This design comes from an exercise in tuning for small area, a short achievable clock period and few clock cycles per item on the open sky130 flow, not from production work. The RTL was checked by simulation tests, not by an equivalence proof against the original design. No activity file was given, so power comes from the tool's default toggle rates.

== 03-27 ==
==> flow/design.v <==
package mesh_pkg;
    localparam int WORD_WIDTH = 16;
    localparam int HOP_WIDTH = 4;
    typedef logic [WORD_WIDTH-1:0] word_t;
    typedef logic [HOP_WIDTH-1:0]  hop_t;
    typedef struct packed {
        word_t data;
        hop_t  hops;
    } flit_t;
    localparam logic [1:0] OP_PASS = 2'd0;
    localparam logic [1:0] OP_ADD  = 2'd1;
    localparam logic [1:0] OP_XOR  = 2'd2;
    typedef struct packed {
        logic [1:0] op;
        word_t      operand;
    } node_cfg_t;
endpackage
module mesh_pipe (
    input  logic        add,
    input  logic [15:0] m,
    input  logic [15:0] x,
    output logic [15:0] y
);
    assign y = add ? x + m : x ^ m;
endmodule
module mesh_hop (
    input  logic        clock,
    input  logic        rst,
    input  logic        add0,
    input  logic [15:0] m0,
    input  logic        add1,
    input  logic [15:0] m1,
    input  logic        add2,
    input  logic [15:0] m2,
    input  logic        add3,
    input  logic [15:0] m3,
    input  logic        in_valid,
    input  logic [15:0] in_data,
    output logic        in_credit,
    output logic        out_valid,
    output logic [15:0] out_data,
    input  logic        out_credit
);
    logic        in_v;
    logic [15:0] in_d;
    logic [15:0] w;
    logic [15:0] q [4];
    logic [3:0]  qv;
    logic [3:0]  sink_cnt;    
    logic        pop;
    logic [15:0] a_in, b_in, c_in;
    logic        a_v, b_v, c_v;
    logic [15:0] a_d, b_d, c_d;
    logic        credit_q;
    mesh_pipe u_op0 (.add(add0), .m(m0), .x(in_data), .y(w));
    always_ff @(posedge clock) begin
        in_d <= w;
        if (rst) begin
            in_v <= 1'b0;
        end else begin
            in_v <= in_valid;
        end
    end
    assign pop = qv[0] && (sink_cnt[0] || out_credit);
    always_ff @(posedge clock) begin
        if (rst) begin
            qv       <= '0;
            sink_cnt <= 4'b1111;
            credit_q <= 1'b0;
        end else begin
            case ({in_v, pop})
                2'b10:   qv <= {qv[2:0], 1'b1};
                2'b01:   qv <= {1'b0, qv[3:1]};
                default: qv <= qv;
            endcase
            case ({out_credit, pop})
                2'b10:   sink_cnt <= {sink_cnt[2:0], 1'b1};
                2'b01:   sink_cnt <= {1'b0, sink_cnt[3:1]};
                default: sink_cnt <= sink_cnt;
            endcase
            credit_q <= pop;
        end
    end
    always_ff @(posedge clock) begin
        for (int i = 0; i < 4; i++) begin
            if (pop) begin
                if (in_v && (i == 3 ? qv[3] : (qv[i] && !qv[i+1]))) begin
                    q[i] <= in_d;
                end else if (i < 3) begin
                    q[i] <= q[(i < 3) ? i + 1 : i];
                end
            end else if (in_v && !qv[i] && (i == 0 || qv[(i > 0) ? i - 1 : 0])) begin
                q[i] <= in_d;
            end
        end
    end
    mesh_pipe u_op1 (.add(add1), .m(m1), .x(q[0]), .y(a_in));
    mesh_pipe u_op2 (.add(add2), .m(m2), .x(a_d),  .y(b_in));
    mesh_pipe u_op3 (.add(add3), .m(m3), .x(b_d),  .y(c_in));
    always_ff @(posedge clock) begin
        a_d <= a_in;
        b_d <= b_in;
        c_d <= c_in;
        if (rst) begin
            a_v <= 1'b0;
            b_v <= 1'b0;
            c_v <= 1'b0;
        end else begin
            a_v <= pop;
            b_v <= a_v;
            c_v <= b_v;
        end
    end
    assign out_valid = c_v;
    assign out_data  = c_d;
    assign in_credit = credit_q;
endmodule
module mesh_node (
    input  logic        clock,
    input  logic        load,       
    input  logic        add_in,     
    input  logic [15:0] m_in,       
    output logic        add,
    output logic [15:0] m
);
    always_ff @(posedge clock) begin
        if (load) begin
            add <= add_in;
            m   <= m_in;
        end
    end
endmodule
module mesh_line #(
    parameter int NODE_COUNT = 4
) (
    input  logic                      clock,
    input  logic                      rst,
    input  logic                      fwd_in_valid,
    input  logic [15:0]               fwd_in_data,
    output logic                      fwd_in_credit,
    output logic                      fwd_out_valid,
    output logic [15:0]               fwd_out_data,
    output logic [3:0]                fwd_out_hops,
    input  logic                      fwd_out_credit,
    input  logic                      bwd_in_valid,
    input  logic [15:0]               bwd_in_data,
    output logic                      bwd_in_credit,
    output logic                      bwd_out_valid,
    output logic [15:0]               bwd_out_data,
    output logic [3:0]                bwd_out_hops,
    input  logic                      bwd_out_credit,
    input  logic [NODE_COUNT-1:0]     cfg_wren,
    input  logic [1:0]                cfg_op,
    input  logic [15:0]               cfg_operand
);
    logic        add_in;
    logic [15:0] m_in;
    logic        add0, add1, add2, add3;
    logic [15:0] m0, m1, m2, m3;
    assign add_in = !rst && (cfg_op == mesh_pkg::OP_ADD);
    assign m_in   = (!rst && (cfg_op != mesh_pkg::OP_PASS)) ? cfg_operand : 16'd0;
    mesh_node node0 (.clock(clock), .load(rst || cfg_wren[0]), .add_in(add_in), .m_in(m_in), .add(add0), .m(m0));
    mesh_node node1 (.clock(clock), .load(rst || cfg_wren[1]), .add_in(add_in), .m_in(m_in), .add(add1), .m(m1));
    mesh_node node2 (.clock(clock), .load(rst || cfg_wren[2]), .add_in(add_in), .m_in(m_in), .add(add2), .m(m2));
    mesh_node node3 (.clock(clock), .load(rst || cfg_wren[3]), .add_in(add_in), .m_in(m_in), .add(add3), .m(m3));
    mesh_hop fwd (
        .clock      (clock),
        .rst        (rst),
        .add0       (add0), .m0 (m0),
        .add1       (add1), .m1 (m1),
        .add2       (add2), .m2 (m2),
        .add3       (add3), .m3 (m3),
        .in_valid   (fwd_in_valid),
        .in_data    (fwd_in_data),
        .in_credit  (fwd_in_credit),
        .out_valid  (fwd_out_valid),
        .out_data   (fwd_out_data),
        .out_credit (fwd_out_credit)
    );
    mesh_hop bwd (
        .clock      (clock),
        .rst        (rst),
        .add0       (add3), .m0 (m3),
        .add1       (add2), .m1 (m2),
        .add2       (add1), .m2 (m1),
        .add3       (add0), .m3 (m0),
        .in_valid   (bwd_in_valid),
        .in_data    (bwd_in_data),
        .in_credit  (bwd_in_credit),
        .out_valid  (bwd_out_valid),
        .out_data   (bwd_out_data),
        .out_credit (bwd_out_credit)
    );
    assign fwd_out_hops = 4'(NODE_COUNT);
    assign bwd_out_hops = 4'(NODE_COUNT);
endmodule
Settings: LEC_CHECK=0, CAP_MARGIN=20, CORE_MARGIN=2, CORE_UTILIZATION=55, CTS_CLUSTER_DIAMETER=100, CTS_CLUSTER_SIZE=30, PLACE_DENSITY=0.65, SETUP_SLACK_MARGIN=2.2, SLEW_MARGIN=20; clock period 4.5 ns.
standard.sh (not shown) runs the stock make flow with config.mk's settings and CLKGATE_MAP_FILE= SYNTH_SCRIPT=/design/flow/synth_recipe.tcl, a recipe that flattens the netlist after the stock synthesis.
==> flow/flow/run.sh <==
#!/bin/bash
# The standard layout, with two changes to how it is made:
#  - the buffer that every input and output port gets is a plain buf_2
#    (the default pick is a slow delay cell);
#  - clock tree synthesis clusters more sinks per buffer and adds no dummy loads.
# Each tool's full output stays in orfs/logs; make's own output goes to standard.log.
set -euo pipefail
export BUFFER_PORTS_ARGS="-buffer_cell sky130_fd_sc_hd__buf_2"
export CTS_ARGS="-sink_clustering_enable -repair_clock_nets -sink_clustering_size 30 -sink_clustering_max_diameter 100 -dont_use_dummy_load"
bash standard.sh > standard.log 2>&1
Testbench counts of 03-27, summed over its fixed seeds: cycles 3,704, words 6,144.
Here is what was changed in the inputs of 10-07 compared with 03-27.
==> flow/design.v, changed modules only <==
module mesh_hop (
    input  logic        clock,
    input  logic        rst,
    input  logic        add0,
    input  logic [15:0] m0,
    input  logic        add1,
    input  logic [15:0] m1,
    input  logic        add2,
    input  logic [15:0] m2,
    input  logic        add3,
    input  logic [15:0] m3,
    input  logic        in_valid,
    input  logic [15:0] in_data,
    output logic        in_credit,
    output logic        out_valid,
    output logic [15:0] out_data,
    input  logic        out_credit
);
    logic        in_v;
    logic [15:0] in_d;
    logic [15:0] w;
    logic        move;
    logic [15:0] q [3];
    logic [2:0]  qv;
    logic [3:0]  sink_cnt;    
    logic        pop;
    logic [15:0] a_in, b_in, c_in;
    logic        a_v, b_v, c_v;
    logic [15:0] a_d, b_d, c_d;
    logic        credit_q;
    mesh_pipe u_op0 (.add(add0), .m(m0), .x(in_data), .y(w));
    assign pop  = qv[0] && (sink_cnt[0] || out_credit);
    assign move = in_v && (!qv[2] || pop);
    always_ff @(posedge clock) begin
        if (in_valid) begin
            in_d <= w;
        end
    end
    always_ff @(posedge clock) begin
        if (rst) begin
            in_v     <= 1'b0;
            qv       <= '0;
            sink_cnt <= 4'b1111;
            credit_q <= 1'b0;
        end else begin
            in_v <= in_valid || (in_v && !move);
            case ({move, pop})
                2'b10:   qv <= {qv[1:0], 1'b1};
                2'b01:   qv <= {1'b0, qv[2:1]};
                default: qv <= qv;
            endcase
            case ({out_credit, pop})
                2'b10:   sink_cnt <= {sink_cnt[2:0], 1'b1};
                2'b01:   sink_cnt <= {1'b0, sink_cnt[3:1]};
                default: sink_cnt <= sink_cnt;
            endcase
            credit_q <= pop;
        end
    end
    always_ff @(posedge clock) begin
        for (int i = 0; i < 3; i++) begin
            if (pop) begin
                if (move && (i == 2 ? qv[2] : (qv[i] && !qv[(i < 2) ? i + 1 : i]))) begin
                    q[i] <= in_d;
                end else if (i < 2) begin
                    q[i] <= q[(i < 2) ? i + 1 : i];
                end
            end else if (move && !qv[i] && (i == 0 || qv[(i > 0) ? i - 1 : 0])) begin
                q[i] <= in_d;
            end
        end
    end
    mesh_pipe u_op1 (.add(add1), .m(m1), .x(q[0]), .y(a_in));
    mesh_pipe u_op2 (.add(add2), .m(m2), .x(a_d),  .y(b_in));
    mesh_pipe u_op3 (.add(add3), .m(m3), .x(b_d),  .y(c_in));
    always_ff @(posedge clock) begin
        a_d <= a_in;
        b_d <= b_in;
        c_d <= c_in;
        if (rst) begin
            a_v <= 1'b0;
            b_v <= 1'b0;
            c_v <= 1'b0;
        end else begin
            a_v <= pop;
            b_v <= a_v;
            c_v <= b_v;
        end
    end
    assign out_valid = c_v;
    assign out_data  = c_d;
    assign in_credit = credit_q;
endmodule
module mesh_line #(
    parameter int NODE_COUNT = 4
) (
    input  logic                      clock,
    input  logic                      rst,
    input  logic                      fwd_in_valid,
    input  logic [15:0]               fwd_in_data,
    output logic                      fwd_in_credit,
    output logic                      fwd_out_valid,
    output logic [15:0]               fwd_out_data,
    output logic [3:0]                fwd_out_hops,
    input  logic                      fwd_out_credit,
    input  logic                      bwd_in_valid,
    input  logic [15:0]               bwd_in_data,
    output logic                      bwd_in_credit,
    output logic                      bwd_out_valid,
    output logic [15:0]               bwd_out_data,
    output logic [3:0]                bwd_out_hops,
    input  logic                      bwd_out_credit,
    input  logic [NODE_COUNT-1:0]     cfg_wren,
    input  logic [1:0]                cfg_op,
    input  logic [15:0]               cfg_operand
);
    logic        add_in;
    logic [15:0] m_in;
    logic        add0, add1, add2, add3;
    logic [15:0] m0, m1, m2, m3;
    assign add_in = !rst && (cfg_op == mesh_pkg::OP_ADD);
    assign m_in   = (!rst && (cfg_op == mesh_pkg::OP_ADD || cfg_op == mesh_pkg::OP_XOR)) ? cfg_operand : 16'd0;
    mesh_node node0 (.clock(clock), .load(rst || cfg_wren[0]), .add_in(add_in), .m_in(m_in), .add(add0), .m(m0));
    mesh_node node1 (.clock(clock), .load(rst || cfg_wren[1]), .add_in(add_in), .m_in(m_in), .add(add1), .m(m1));
    mesh_node node2 (.clock(clock), .load(rst || cfg_wren[2]), .add_in(add_in), .m_in(m_in), .add(add2), .m(m2));
    mesh_node node3 (.clock(clock), .load(rst || cfg_wren[3]), .add_in(add_in), .m_in(m_in), .add(add3), .m(m3));
    mesh_hop fwd (
        .clock      (clock),
        .rst        (rst),
        .add0       (add0), .m0 (m0),
        .add1       (add1), .m1 (m1),
        .add2       (add2), .m2 (m2),
        .add3       (add3), .m3 (m3),
        .in_valid   (fwd_in_valid),
        .in_data    (fwd_in_data),
        .in_credit  (fwd_in_credit),
        .out_valid  (fwd_out_valid),
        .out_data   (fwd_out_data),
        .out_credit (fwd_out_credit)
    );
    mesh_hop bwd (
        .clock      (clock),
        .rst        (rst),
        .add0       (add3), .m0 (m3),
        .add1       (add2), .m1 (m2),
        .add2       (add1), .m2 (m1),
        .add3       (add0), .m3 (m0),
        .in_valid   (bwd_in_valid),
        .in_data    (bwd_in_data),
        .in_credit  (bwd_in_credit),
        .out_valid  (bwd_out_valid),
        .out_data   (bwd_out_data),
        .out_credit (bwd_out_credit)
    );
    assign fwd_out_hops = 4'(NODE_COUNT);
    assign bwd_out_hops = 4'(NODE_COUNT);
endmodule
### Flow results
Sort 03-27 and 10-07 by wire length of the first global-routing pass desc -> top: 03-27. Compared with 03-27, 10-07 shows a lower total die area. Across both runs, starting density of the core was higher for 10-07 than for 03-27. Relative to 03-27, total track usage decreased by 1.2 points in 10-07. Relative to 03-27, final worst setup slack has gone down in 10-07. Power: 10-07 lower than 03-27. Compared with 03-27, 10-07 ends up with a smaller final cell area. [10-07] global-route track usage on met2 fell 1.9 points relative to 03-27. Taking 10-07 as 1.0, 03-27 lands at 1.13 on routed wire length. Comparing 03-27 and 10-07, the lower fmax was measured on 10-07. Required time at the worst-slack endpoint: 03-27 and 10-07 compared, higher one is 03-27. Shortest clock period the worst path allows after layout ends up lower on 03-27. Of the two values seen for worst setup path startpoint, node1.m[1]$_DFFE_PP_ was produced by 03-27 and node3.m[0]$_DFFE_PP_ by 10-07.
Testbench counts of 10-07, summed over its fixed seeds: cycles 3,704, words 6,144.

==> static timing again, ports no longer ideal <==
Ports are ideal in the flow. The routed layouts listed here were re-timed in OpenROAD. Step 1: set_driving_cell puts a clkbuf_16 on clock and a buf_2 on each other input, an assumption about the parent block. Step 2 also shifts input and output timing later by t, the mid clock arrival at the registers, as if the neighbouring blocks saw the same clock. a / b / c = no drivers / after step 1 / after step 2; a / b = the first two.
| run | t, ns | setup slack, ns | clock arrival spread, ns |
|---|---|---|---|
| 03-27 | 0.549 | 2.222 / 2.222 / 1.830 | 0.066 / 0.066 |
| 10-07 | 0.540 | 2.201 / 2.201 / 1.730 | 0.020 / 0.020 |
After both steps setup and hold are still met in every run listed. The setup slack of 10-07, which loses most, moves by 0.000 ns with the drivers and by -0.471 ns with both steps.
